What follows belongs to an exercise in optimizing a design on an open flow for small area, a short achievable clock period and few clock cycles per item; a production flow would make more cautious choices.
Only simulation tests tie the RTL to the original design; equivalence was not proved.

==> job 1830: inputs <==
## sorted_table_binary_search_top
module sorted_table_binary_search_top #(
    parameter int unsigned TABLE_DEPTH = stbs_pkg::TABLE_DEPTH_DEF
) (
    input  logic                         i_clk,
    input  logic                         i_rst_n,
    input  logic                         i_cfg_valid,
    output logic                         o_cfg_ready,
    input  logic [stbs_pkg::COUNT_W-1:0] i_cfg_data,
    input  logic                         i_in_valid,
    output logic                         o_in_stall,
    input  logic [40:0]                  i_in_data,
    output logic                         o_out_valid,
    input  logic                         i_out_stall,
    output logic [8:0]                   o_out_data
);
    localparam int unsigned D = TABLE_DEPTH;
    assign o_cfg_ready = 1'b1;
    logic [stbs_pkg::COUNT_W-1:0] r_count;
    always_ff @(posedge i_clk) begin
        if (!i_rst_n)         r_count <= '0;
        else if (i_cfg_valid) r_count <= i_cfg_data;
    end
    function automatic int unsigned off_mid(int unsigned z);
        off_mid = (z >= 1) ? (z - 1) / 2 : 0;
    endfunction
    logic [6:0] r_n;
    logic [5:0] r_mid0, r_ml0, r_mr0;
  ...
Settings: LEC_CHECK=0, CAP_MARGIN=20, CORE_MARGIN=2, CORE_UTILIZATION=45, PLACE_DENSITY=0.6, SETUP_SLACK_MARGIN=5, SLEW_MARGIN=20, SYNTH_MEMORY_MAX_BITS=16384; clock period 8.0 ns.
run.sh (not shown) runs the stock make flow with config.mk's settings and CLKGATE_MAP_FILE= SYNTH_SCRIPT=/design/flow/synth_recipe.tcl, a recipe that flattens the netlist after the stock synthesis.
==> job 8369: changes against job 1830 <==
--- a/flow/design.v
+++ b/flow/design.v
@@ -47,30 +47,30 @@
     parameter int unsigned FIFO_DEPTH = 6
 ) (
     input  logic       i_clk,
     input  logic       i_rst_n,
     input  logic       i_acc,         
     input  logic       i_res_valid,   
-    input  logic [8:0] i_res_data,
+    input  logic [6:0] i_res_data,    
     output logic       o_in_stall,
     output logic       o_out_valid,
     input  logic       i_out_stall,
     output logic [8:0] o_out_data
 );
     localparam int unsigned CAP = FIFO_DEPTH + 1;
     localparam int unsigned PW  = $clog2(FIFO_DEPTH);
     localparam int unsigned CW  = $clog2(CAP + 2);
-    logic [8:0]    r_mem [FIFO_DEPTH];
+    logic [6:0]    r_mem [FIFO_DEPTH];
     logic [PW-1:0] r_rptr, r_wptr;
     logic [PW:0]   r_fcnt;
     logic          r_ov;
-    logic [8:0]    r_od;
+    logic [6:0]    r_od;
     logic [CW-1:0] r_oc;
     logic          r_stall;
     logic take, free_out, fifo_ne, pop, push;
-    logic [8:0] next_od;
+    logic [6:0] next_od;
     assign take     = r_ov & ~i_out_stall;
     assign free_out = ~r_ov | take;
     assign fifo_ne  = r_fcnt != '0;
     assign pop      = free_out & fifo_ne;
     assign push     = i_res_valid & ~(free_out & ~fifo_ne);
     assign next_od  = fifo_ne ? r_mem[r_rptr] : i_res_data;
@@ -106,28 +106,30 @@
     always_ff @(posedge i_clk) begin
         if (push) r_mem[r_wptr] <= i_res_data;
         if (free_out) r_od <= next_od;
     end
     assign o_in_stall  = r_stall;
     assign o_out_valid = r_ov;
-    assign o_out_data  = r_od;
+    assign o_out_data  = {r_od[6], 2'b00, r_od[5:0]};
 endmodule
 module stbs_dpath #(
     parameter int unsigned DEPTH = 64,
-    parameter int unsigned SW    = 7       
+    parameter int unsigned SW    = 7,      
+    parameter bit          QIN   = 1'b0    
 ) (
     input  logic                   i_act,      
     input  logic                   i_found,
     input  logic [5:0]             i_idx,
     input  logic [5:0]             i_lo,
     input  logic [SW-1:0]          i_s,
     input  logic [5:0]             i_mid,
     input  logic [5:0]             i_mid_l,
     input  logic [5:0]             i_mid_r,
     input  logic [DEPTH-1:0]       i_lt,
     input  logic [DEPTH-1:0]       i_gt,
+    input  logic [3:0][30:0]       i_q,        
     output logic                   o_act,
     output logic                   o_found,
     output logic [5:0]             o_idx,
     output logic [5:0]             o_lo,
     output logic [SW-1:0]          o_s,
     output logic [5:0]             o_mid,
@@ -169,30 +171,58 @@
         quarter = {7'(qz), 6'(qo), 6'(qo + off_mid(qz)), 6'(qo + off_ml(qz)), 6'(qo + off_mr(qz))};
     endfunction
     logic e0, el, er;
     assign e0 = i_s == '0;
     assign el = i_s <= t_s'(2);        
     assign er = i_s <= t_s'(1);        
+    function automatic logic [5:0] add6(logic [5:0] a, logic [5:0] b);
+        logic [5:0] g, p, gn, pn;
+        g = a & b;
+        p = a ^ b;
+        add6 = p;
+        for (int d = 1; d < 6; d = d * 2) begin
+            gn = g;
+            pn = p;
+            for (int k = d; k < 6; k++) begin
+                gn[k] = g[k] | (p[k] & g[k-d]);
+                pn[k] = p[k] & p[k-d];
+            end
+            g = gn;
+            p = pn;
+        end
+        add6 = add6 ^ {g[4:0], 1'b0};
+    endfunction
     logic [30:0] w_q [4];
     always_comb begin
         for (int k = 0; k < 4; k++) begin
             w_q[k] = '0;
-            for (int v = 0; v < (1 << SW); v++) begin
-                if (i_s == t_s'(v)) w_q[k] = quarter(v, k);
+            if (QIN) begin
+                w_q[k] = i_q[k];
+            end else begin
+                for (int v = 0; v < (1 << SW); v++) begin
+                    if (i_s == t_s'(v)) w_q[k] = quarter(v, k);
+                end
             end
         end
     end
     logic [5:0] q_lo [4], q_mid [4], q_ml [4], q_mr [4];
     t_s         q_s [4];
     always_comb begin
         for (int k = 0; k < 4; k++) begin
             q_s[k]   = t_s'(w_q[k][30:24]);
-            q_lo[k]  = i_lo + w_q[k][23:18];
-            q_mid[k] = i_lo + w_q[k][17:12];
-            q_ml[k]  = i_lo + w_q[k][11:6];
-            q_mr[k]  = i_lo + w_q[k][5:0];
+            if (QIN) begin
+                q_lo[k]  = w_q[k][23:18];
+                q_mid[k] = w_q[k][17:12];
+                q_ml[k]  = w_q[k][11:6];
+                q_mr[k]  = w_q[k][5:0];
+            end else begin
+                q_lo[k]  = add6(i_lo, w_q[k][23:18]);
+                q_mid[k] = add6(i_lo, w_q[k][17:12]);
+                q_ml[k]  = add6(i_lo, w_q[k][11:6]);
+                q_mr[k]  = add6(i_lo, w_q[k][5:0]);
+            end
         end
     end
     logic       c_e, c_l, c_g;
     logic [5:0] c_mid;
     logic [3:0] qh;    
     always_comb begin
@@ -256,26 +286,47 @@
         if (!i_rst_n)         r_count <= '0;
         else if (i_cfg_valid) r_count <= i_cfg_data;
     end
     function automatic int unsigned off_mid(int unsigned z);
         off_mid = (z >= 1) ? (z - 1) / 2 : 0;
     endfunction
-    logic [6:0] r_n;
-    logic [5:0] r_mid0, r_ml0, r_mr0;
+    function automatic int unsigned off_ml(int unsigned z);
+        off_ml = off_mid(off_mid(z));
+    endfunction
+    function automatic int unsigned off_mr(int unsigned z);
+        off_mr = off_mid(z) + 1 + off_mid(z / 2);
+    endfunction
+    function automatic logic [30:0] quarter(int unsigned z, int unsigned k);
+        int unsigned hl, hr, qo, qz;
+        hl = off_mid(z);
+        hr = z / 2;
+        case (k)
+            0:       begin qo = 0;                        qz = off_mid(hl);  end
+            1:       begin qo = off_mid(hl) + 1;          qz = hl / 2;       end
+            2:       begin qo = hl + 1;                   qz = off_mid(hr);  end
+            default: begin qo = hl + 1 + off_mid(hr) + 1; qz = hr / 2;       end
+        endcase
+        quarter = {7'(qz), 6'(qo), 6'(qo + off_mid(qz)), 6'(qo + off_ml(qz)), 6'(qo + off_mr(qz))};
+    endfunction
+    logic [6:0]  r_n;
+    logic [5:0]  r_mid0, r_ml0, r_mr0;
+    logic [3:0][30:0] r_q0;
     always_ff @(posedge i_clk) begin
         r_n <= (r_count > stbs_pkg::COUNT_W'(D)) ? 7'(D) : 7'(r_count);
     end
     always_ff @(posedge i_clk) begin
         r_mid0 <= '0;
         r_ml0  <= '0;
         r_mr0  <= '0;
+        for (int k = 0; k < 4; k++) r_q0[k] <= '0;
         for (int v = 1; v <= D; v++) begin
             if (r_n == 7'(v)) begin
                 r_mid0 <= 6'(off_mid(v));
-                r_ml0  <= 6'(off_mid(off_mid(v)));
-                r_mr0  <= 6'(off_mid(v) + 1 + off_mid(v / 2));
+                r_ml0  <= 6'(off_ml(v));
+                r_mr0  <= 6'(off_mr(v));
+                for (int k = 0; k < 4; k++) r_q0[k] <= quarter(v, k);
             end
         end
     end
     logic        r_iv, r_iop;
     logic [7:0]  r_iidx;
     logic [31:0] r_ival;
@@ -308,16 +359,16 @@
         r1_gt <= w_gt;
     end
     logic         w2_act, w2_found, w2_ne;
     logic [5:0]   w2_idx;
     logic [5:0]   w2_lo, w2_mid, w2_ml, w2_mr;
     logic [6:0]   w2_s;
-    stbs_dpath #(.DEPTH(D), .SW(7)) u_s2 (
+    stbs_dpath #(.DEPTH(D), .SW(7), .QIN(1'b1)) u_s2 (
         .i_act (r1_v), .i_found (1'b0), .i_idx ('0),
         .i_lo (6'd0), .i_s (r_n), .i_mid (r_mid0), .i_mid_l (r_ml0), .i_mid_r (r_mr0),
-        .i_lt (r1_lt), .i_gt (r1_gt),
+        .i_lt (r1_lt), .i_gt (r1_gt), .i_q (r_q0),
         .o_act (w2_act), .o_found (w2_found), .o_idx (w2_idx),
         .o_lo (w2_lo), .o_s (w2_s), .o_mid (w2_mid), .o_mid_l (w2_ml), .o_mid_r (w2_mr), .o_ne (w2_ne)
     );
     logic         r2_v, r2_act, r2_found;
     logic [5:0]   r2_idx;
     logic [5:0]   r2_lo, r2_mid, r2_ml, r2_mr;
@@ -340,13 +391,13 @@
     logic [5:0]   w3_idx;
     logic [5:0]   w3_lo, w3_mid, w3_ml, w3_mr;
     logic [4:0]   w3_s;
     stbs_dpath #(.DEPTH(D), .SW(5)) u_s3 (
         .i_act (r2_act), .i_found (r2_found), .i_idx (r2_idx),
         .i_lo (r2_lo), .i_s (r2_s), .i_mid (r2_mid), .i_mid_l (r2_ml), .i_mid_r (r2_mr),
-        .i_lt (r2_lt), .i_gt (r2_gt),
+        .i_lt (r2_lt), .i_gt (r2_gt), .i_q ('0),
         .o_act (w3_act), .o_found (w3_found), .o_idx (w3_idx),
         .o_lo (w3_lo), .o_s (w3_s), .o_mid (w3_mid), .o_mid_l (w3_ml), .o_mid_r (w3_mr), .o_ne (w3_ne)
     );
     logic         r3_v, r3_act, r3_found;
     logic [5:0]   r3_idx;
     logic [5:0]   r3_lo, r3_mid, r3_ml, r3_mr;
@@ -369,13 +420,13 @@
     logic [5:0]   w4_idx;
     logic [5:0]   w4_lo, w4_mid, w4_ml, w4_mr;
     logic [2:0]   w4_s;
     stbs_dpath #(.DEPTH(D), .SW(3)) u_s4 (
         .i_act (r3_act), .i_found (r3_found), .i_idx (r3_idx),
         .i_lo (r3_lo), .i_s (r3_s), .i_mid (r3_mid), .i_mid_l (r3_ml), .i_mid_r (r3_mr),
-        .i_lt (r3_lt), .i_gt (r3_gt),
+        .i_lt (r3_lt), .i_gt (r3_gt), .i_q ('0),
         .o_act (w4_act), .o_found (w4_found), .o_idx (w4_idx),
         .o_lo (w4_lo), .o_s (w4_s), .o_mid (w4_mid), .o_mid_l (w4_ml), .o_mid_r (w4_mr), .o_ne (w4_ne)
     );
     logic       w_res_found;
     logic [5:0] w_res_idx;
     always_comb begin
@@ -384,16 +435,16 @@
         if (w4_act) begin
             w_res_found = w4_ne & ~r3_lt[D-1] & ~r3_gt[D-1];
             w_res_idx   = w_res_found ? 6'(D - 1) : '0;
         end
     end
     logic       r4_v;
-    logic [8:0] r4_res;
+    logic [6:0] r4_res;
     always_ff @(posedge i_clk) begin
         r4_v   <= i_rst_n & r3_v;
-        r4_res <= {w_res_found, 2'b00, w_res_idx};
+        r4_res <= {w_res_found, w_res_idx};
     end
     stbs_ctrl #(.FIFO_DEPTH(6)) u_ctrl (
         .i_clk       (i_clk),
         .i_rst_n     (i_rst_n),
         .i_acc       (w_acc & i_in_data[40]),
         .i_res_valid (r4_v),
==> flow/config.mk (replaced) <==
export PLATFORM = sky130hd
export DESIGN_NAME = sorted_table_binary_search_top
export DESIGN_NICKNAME = sorted_table_binary_search_top
export VERILOG_FILES = /design/flow/design.v
export SDC_FILE = /design/flow/constraint.sdc
export NUM_CORES = 4
export LEC_CHECK = 0
export CAP_MARGIN = 20
export CORE_MARGIN = 2
export CORE_UTILIZATION = 55
export CTS_CLUSTER_DIAMETER = 100
export CTS_CLUSTER_SIZE = 24
export PLACE_DENSITY = 0.7
export SETUP_SLACK_MARGIN = 4.9
export SLEW_MARGIN = 20
export SYNTH_MEMORY_MAX_BITS = 16384
==> job 9629: changes against job 1830 <==
--- a/flow/design.v
+++ b/flow/design.v
@@ -47,30 +47,30 @@
     parameter int unsigned FIFO_DEPTH = 6
 ) (
     input  logic       i_clk,
     input  logic       i_rst_n,
     input  logic       i_acc,         
     input  logic       i_res_valid,   
-    input  logic [8:0] i_res_data,
+    input  logic [6:0] i_res_data,    
     output logic       o_in_stall,
     output logic       o_out_valid,
     input  logic       i_out_stall,
     output logic [8:0] o_out_data
 );
     localparam int unsigned CAP = FIFO_DEPTH + 1;
     localparam int unsigned PW  = $clog2(FIFO_DEPTH);
     localparam int unsigned CW  = $clog2(CAP + 2);
-    logic [8:0]    r_mem [FIFO_DEPTH];
+    logic [6:0]    r_mem [FIFO_DEPTH];
     logic [PW-1:0] r_rptr, r_wptr;
     logic [PW:0]   r_fcnt;
     logic          r_ov;
-    logic [8:0]    r_od;
+    logic [6:0]    r_od;
     logic [CW-1:0] r_oc;
     logic          r_stall;
     logic take, free_out, fifo_ne, pop, push;
-    logic [8:0] next_od;
+    logic [6:0] next_od;
     assign take     = r_ov & ~i_out_stall;
     assign free_out = ~r_ov | take;
     assign fifo_ne  = r_fcnt != '0;
     assign pop      = free_out & fifo_ne;
     assign push     = i_res_valid & ~(free_out & ~fifo_ne);
     assign next_od  = fifo_ne ? r_mem[r_rptr] : i_res_data;
@@ -106,28 +106,30 @@
     always_ff @(posedge i_clk) begin
         if (push) r_mem[r_wptr] <= i_res_data;
         if (free_out) r_od <= next_od;
     end
     assign o_in_stall  = r_stall;
     assign o_out_valid = r_ov;
-    assign o_out_data  = r_od;
+    assign o_out_data  = {r_od[6], 2'b00, r_od[5:0]};
 endmodule
 module stbs_dpath #(
     parameter int unsigned DEPTH = 64,
-    parameter int unsigned SW    = 7       
+    parameter int unsigned SW    = 7,      
+    parameter bit          QIN   = 1'b0    
 ) (
     input  logic                   i_act,      
     input  logic                   i_found,
     input  logic [5:0]             i_idx,
     input  logic [5:0]             i_lo,
     input  logic [SW-1:0]          i_s,
     input  logic [5:0]             i_mid,
     input  logic [5:0]             i_mid_l,
     input  logic [5:0]             i_mid_r,
     input  logic [DEPTH-1:0]       i_lt,
     input  logic [DEPTH-1:0]       i_gt,
+    input  logic [3:0][30:0]       i_q,        
     output logic                   o_act,
     output logic                   o_found,
     output logic [5:0]             o_idx,
     output logic [5:0]             o_lo,
     output logic [SW-1:0]          o_s,
     output logic [5:0]             o_mid,
@@ -169,30 +171,58 @@
         quarter = {7'(qz), 6'(qo), 6'(qo + off_mid(qz)), 6'(qo + off_ml(qz)), 6'(qo + off_mr(qz))};
     endfunction
     logic e0, el, er;
     assign e0 = i_s == '0;
     assign el = i_s <= t_s'(2);        
     assign er = i_s <= t_s'(1);        
+    function automatic logic [5:0] add6(logic [5:0] a, logic [5:0] b);
+        logic [5:0] g, p, gn, pn;
+        g = a & b;
+        p = a ^ b;
+        add6 = p;
+        for (int d = 1; d < 6; d = d * 2) begin
+            gn = g;
+            pn = p;
+            for (int k = d; k < 6; k++) begin
+                gn[k] = g[k] | (p[k] & g[k-d]);
+                pn[k] = p[k] & p[k-d];
+            end
+            g = gn;
+            p = pn;
+        end
+        add6 = add6 ^ {g[4:0], 1'b0};
+    endfunction
     logic [30:0] w_q [4];
     always_comb begin
         for (int k = 0; k < 4; k++) begin
             w_q[k] = '0;
-            for (int v = 0; v < (1 << SW); v++) begin
-                if (i_s == t_s'(v)) w_q[k] = quarter(v, k);
+            if (QIN) begin
+                w_q[k] = i_q[k];
+            end else begin
+                for (int v = 0; v < (1 << SW); v++) begin
+                    if (i_s == t_s'(v)) w_q[k] = quarter(v, k);
+                end
             end
         end
     end
     logic [5:0] q_lo [4], q_mid [4], q_ml [4], q_mr [4];
     t_s         q_s [4];
     always_comb begin
         for (int k = 0; k < 4; k++) begin
             q_s[k]   = t_s'(w_q[k][30:24]);
-            q_lo[k]  = i_lo + w_q[k][23:18];
-            q_mid[k] = i_lo + w_q[k][17:12];
-            q_ml[k]  = i_lo + w_q[k][11:6];
-            q_mr[k]  = i_lo + w_q[k][5:0];
+            if (QIN) begin
+                q_lo[k]  = w_q[k][23:18];
+                q_mid[k] = w_q[k][17:12];
+                q_ml[k]  = w_q[k][11:6];
+                q_mr[k]  = w_q[k][5:0];
+            end else begin
+                q_lo[k]  = add6(i_lo, w_q[k][23:18]);
+                q_mid[k] = add6(i_lo, w_q[k][17:12]);
+                q_ml[k]  = add6(i_lo, w_q[k][11:6]);
+                q_mr[k]  = add6(i_lo, w_q[k][5:0]);
+            end
         end
     end
     logic       c_e, c_l, c_g;
     logic [5:0] c_mid;
     logic [3:0] qh;    
     always_comb begin
@@ -256,26 +286,47 @@
         if (!i_rst_n)         r_count <= '0;
         else if (i_cfg_valid) r_count <= i_cfg_data;
     end
     function automatic int unsigned off_mid(int unsigned z);
         off_mid = (z >= 1) ? (z - 1) / 2 : 0;
     endfunction
-    logic [6:0] r_n;
-    logic [5:0] r_mid0, r_ml0, r_mr0;
+    function automatic int unsigned off_ml(int unsigned z);
+        off_ml = off_mid(off_mid(z));
+    endfunction
+    function automatic int unsigned off_mr(int unsigned z);
+        off_mr = off_mid(z) + 1 + off_mid(z / 2);
+    endfunction
+    function automatic logic [30:0] quarter(int unsigned z, int unsigned k);
+        int unsigned hl, hr, qo, qz;
+        hl = off_mid(z);
+        hr = z / 2;
+        case (k)
+            0:       begin qo = 0;                        qz = off_mid(hl);  end
+            1:       begin qo = off_mid(hl) + 1;          qz = hl / 2;       end
+            2:       begin qo = hl + 1;                   qz = off_mid(hr);  end
+            default: begin qo = hl + 1 + off_mid(hr) + 1; qz = hr / 2;       end
+        endcase
+        quarter = {7'(qz), 6'(qo), 6'(qo + off_mid(qz)), 6'(qo + off_ml(qz)), 6'(qo + off_mr(qz))};
+    endfunction
+    logic [6:0]  r_n;
+    logic [5:0]  r_mid0, r_ml0, r_mr0;
+    logic [3:0][30:0] r_q0;
     always_ff @(posedge i_clk) begin
         r_n <= (r_count > stbs_pkg::COUNT_W'(D)) ? 7'(D) : 7'(r_count);
     end
     always_ff @(posedge i_clk) begin
         r_mid0 <= '0;
         r_ml0  <= '0;
         r_mr0  <= '0;
+        for (int k = 0; k < 4; k++) r_q0[k] <= '0;
         for (int v = 1; v <= D; v++) begin
             if (r_n == 7'(v)) begin
                 r_mid0 <= 6'(off_mid(v));
-                r_ml0  <= 6'(off_mid(off_mid(v)));
-                r_mr0  <= 6'(off_mid(v) + 1 + off_mid(v / 2));
+                r_ml0  <= 6'(off_ml(v));
+                r_mr0  <= 6'(off_mr(v));
+                for (int k = 0; k < 4; k++) r_q0[k] <= quarter(v, k);
             end
         end
     end
     logic        r_iv, r_iop;
     logic [7:0]  r_iidx;
     logic [31:0] r_ival;
@@ -308,16 +359,16 @@
         r1_gt <= w_gt;
     end
     logic         w2_act, w2_found, w2_ne;
     logic [5:0]   w2_idx;
     logic [5:0]   w2_lo, w2_mid, w2_ml, w2_mr;
     logic [6:0]   w2_s;
-    stbs_dpath #(.DEPTH(D), .SW(7)) u_s2 (
+    stbs_dpath #(.DEPTH(D), .SW(7), .QIN(1'b1)) u_s2 (
         .i_act (r1_v), .i_found (1'b0), .i_idx ('0),
         .i_lo (6'd0), .i_s (r_n), .i_mid (r_mid0), .i_mid_l (r_ml0), .i_mid_r (r_mr0),
-        .i_lt (r1_lt), .i_gt (r1_gt),
+        .i_lt (r1_lt), .i_gt (r1_gt), .i_q (r_q0),
         .o_act (w2_act), .o_found (w2_found), .o_idx (w2_idx),
         .o_lo (w2_lo), .o_s (w2_s), .o_mid (w2_mid), .o_mid_l (w2_ml), .o_mid_r (w2_mr), .o_ne (w2_ne)
     );
     logic         r2_v, r2_act, r2_found;
     logic [5:0]   r2_idx;
     logic [5:0]   r2_lo, r2_mid, r2_ml, r2_mr;
@@ -340,13 +391,13 @@
     logic [5:0]   w3_idx;
     logic [5:0]   w3_lo, w3_mid, w3_ml, w3_mr;
     logic [4:0]   w3_s;
     stbs_dpath #(.DEPTH(D), .SW(5)) u_s3 (
         .i_act (r2_act), .i_found (r2_found), .i_idx (r2_idx),
         .i_lo (r2_lo), .i_s (r2_s), .i_mid (r2_mid), .i_mid_l (r2_ml), .i_mid_r (r2_mr),
-        .i_lt (r2_lt), .i_gt (r2_gt),
+        .i_lt (r2_lt), .i_gt (r2_gt), .i_q ('0),
         .o_act (w3_act), .o_found (w3_found), .o_idx (w3_idx),
         .o_lo (w3_lo), .o_s (w3_s), .o_mid (w3_mid), .o_mid_l (w3_ml), .o_mid_r (w3_mr), .o_ne (w3_ne)
     );
     logic         r3_v, r3_act, r3_found;
     logic [5:0]   r3_idx;
     logic [5:0]   r3_lo, r3_mid, r3_ml, r3_mr;
@@ -369,13 +420,13 @@
     logic [5:0]   w4_idx;
     logic [5:0]   w4_lo, w4_mid, w4_ml, w4_mr;
     logic [2:0]   w4_s;
     stbs_dpath #(.DEPTH(D), .SW(3)) u_s4 (
         .i_act (r3_act), .i_found (r3_found), .i_idx (r3_idx),
         .i_lo (r3_lo), .i_s (r3_s), .i_mid (r3_mid), .i_mid_l (r3_ml), .i_mid_r (r3_mr),
-        .i_lt (r3_lt), .i_gt (r3_gt),
+        .i_lt (r3_lt), .i_gt (r3_gt), .i_q ('0),
         .o_act (w4_act), .o_found (w4_found), .o_idx (w4_idx),
         .o_lo (w4_lo), .o_s (w4_s), .o_mid (w4_mid), .o_mid_l (w4_ml), .o_mid_r (w4_mr), .o_ne (w4_ne)
     );
     logic       w_res_found;
     logic [5:0] w_res_idx;
     always_comb begin
@@ -384,16 +435,16 @@
         if (w4_act) begin
             w_res_found = w4_ne & ~r3_lt[D-1] & ~r3_gt[D-1];
             w_res_idx   = w_res_found ? 6'(D - 1) : '0;
         end
     end
     logic       r4_v;
-    logic [8:0] r4_res;
+    logic [6:0] r4_res;
     always_ff @(posedge i_clk) begin
         r4_v   <= i_rst_n & r3_v;
-        r4_res <= {w_res_found, 2'b00, w_res_idx};
+        r4_res <= {w_res_found, w_res_idx};
     end
     stbs_ctrl #(.FIFO_DEPTH(6)) u_ctrl (
         .i_clk       (i_clk),
         .i_rst_n     (i_rst_n),
         .i_acc       (w_acc & i_in_data[40]),
         .i_res_valid (r4_v),
--- a/flow/config.mk
+++ b/flow/config.mk
@@ -5,10 +5,12 @@
 export SDC_FILE = /design/flow/constraint.sdc
 export NUM_CORES = 4
 export LEC_CHECK = 0
 export CAP_MARGIN = 20
 export CORE_MARGIN = 2
 export CORE_UTILIZATION = 45
+export CTS_CLUSTER_DIAMETER = 100
+export CTS_CLUSTER_SIZE = 24
 export PLACE_DENSITY = 0.6
-export SETUP_SLACK_MARGIN = 5
+export SETUP_SLACK_MARGIN = 4.9
 export SLEW_MARGIN = 20
 export SYNTH_MEMORY_MAX_BITS = 16384
==> comparison <==
- Final cell count, lowest first: job 8369, job 9629, job 1830.
- Design area, lowest first: job 8369, job 9629, job 1830.
- The highest worst hold slack belongs to job 8369, the lowest to job 1830.
- Synthesized cell count: job 9629 is lower than job 1830 (about 4.6%).
Testbench counts of job 1830, summed over its fixed seeds: cycles 3,247, items 3,051.
Testbench counts of job 8369, summed over its fixed seeds: cycles 3,247, items 3,051.
Testbench counts of job 9629, summed over its fixed seeds: cycles 3,247, items 3,051.

==> port drivers added, routing unchanged <==
In the flow no input, the clock included, has a driving cell. The finished layouts below were timed again as built, in two steps. Step 1: set_driving_cell puts a clkbuf_16 on i_clk and a buf_2 on each other input, an assumption about the parent block. Step 2 times the ports against the registers' clock, not the clock port: input delays grow and output delays shrink by t, the midpoint of the rising clock arrivals with the driver on. Slacks: no drivers / after step 1 / after step 2; pairs: no drivers / after step 1.
run	t, ns	setup WS [ns]	hold WS [ns]	worst slew at a driven data input, ns
job 1830	1.010	4.820 / 4.820 / 4.193	0.352 / 0.352 / 0.352	0.09
job 8369	0.940	4.776 / 4.776 / 4.200	0.365 / 0.365 / 0.365	0.06
job 9629	0.957	4.835 / 4.835 / 4.181	0.361 / 0.361 / 0.361	0.05
After both steps every run listed still meets setup and hold. For job 9629, which loses most, drivers alone change the setup slack by 0.000 ns; drivers and shift together by -0.654 ns.
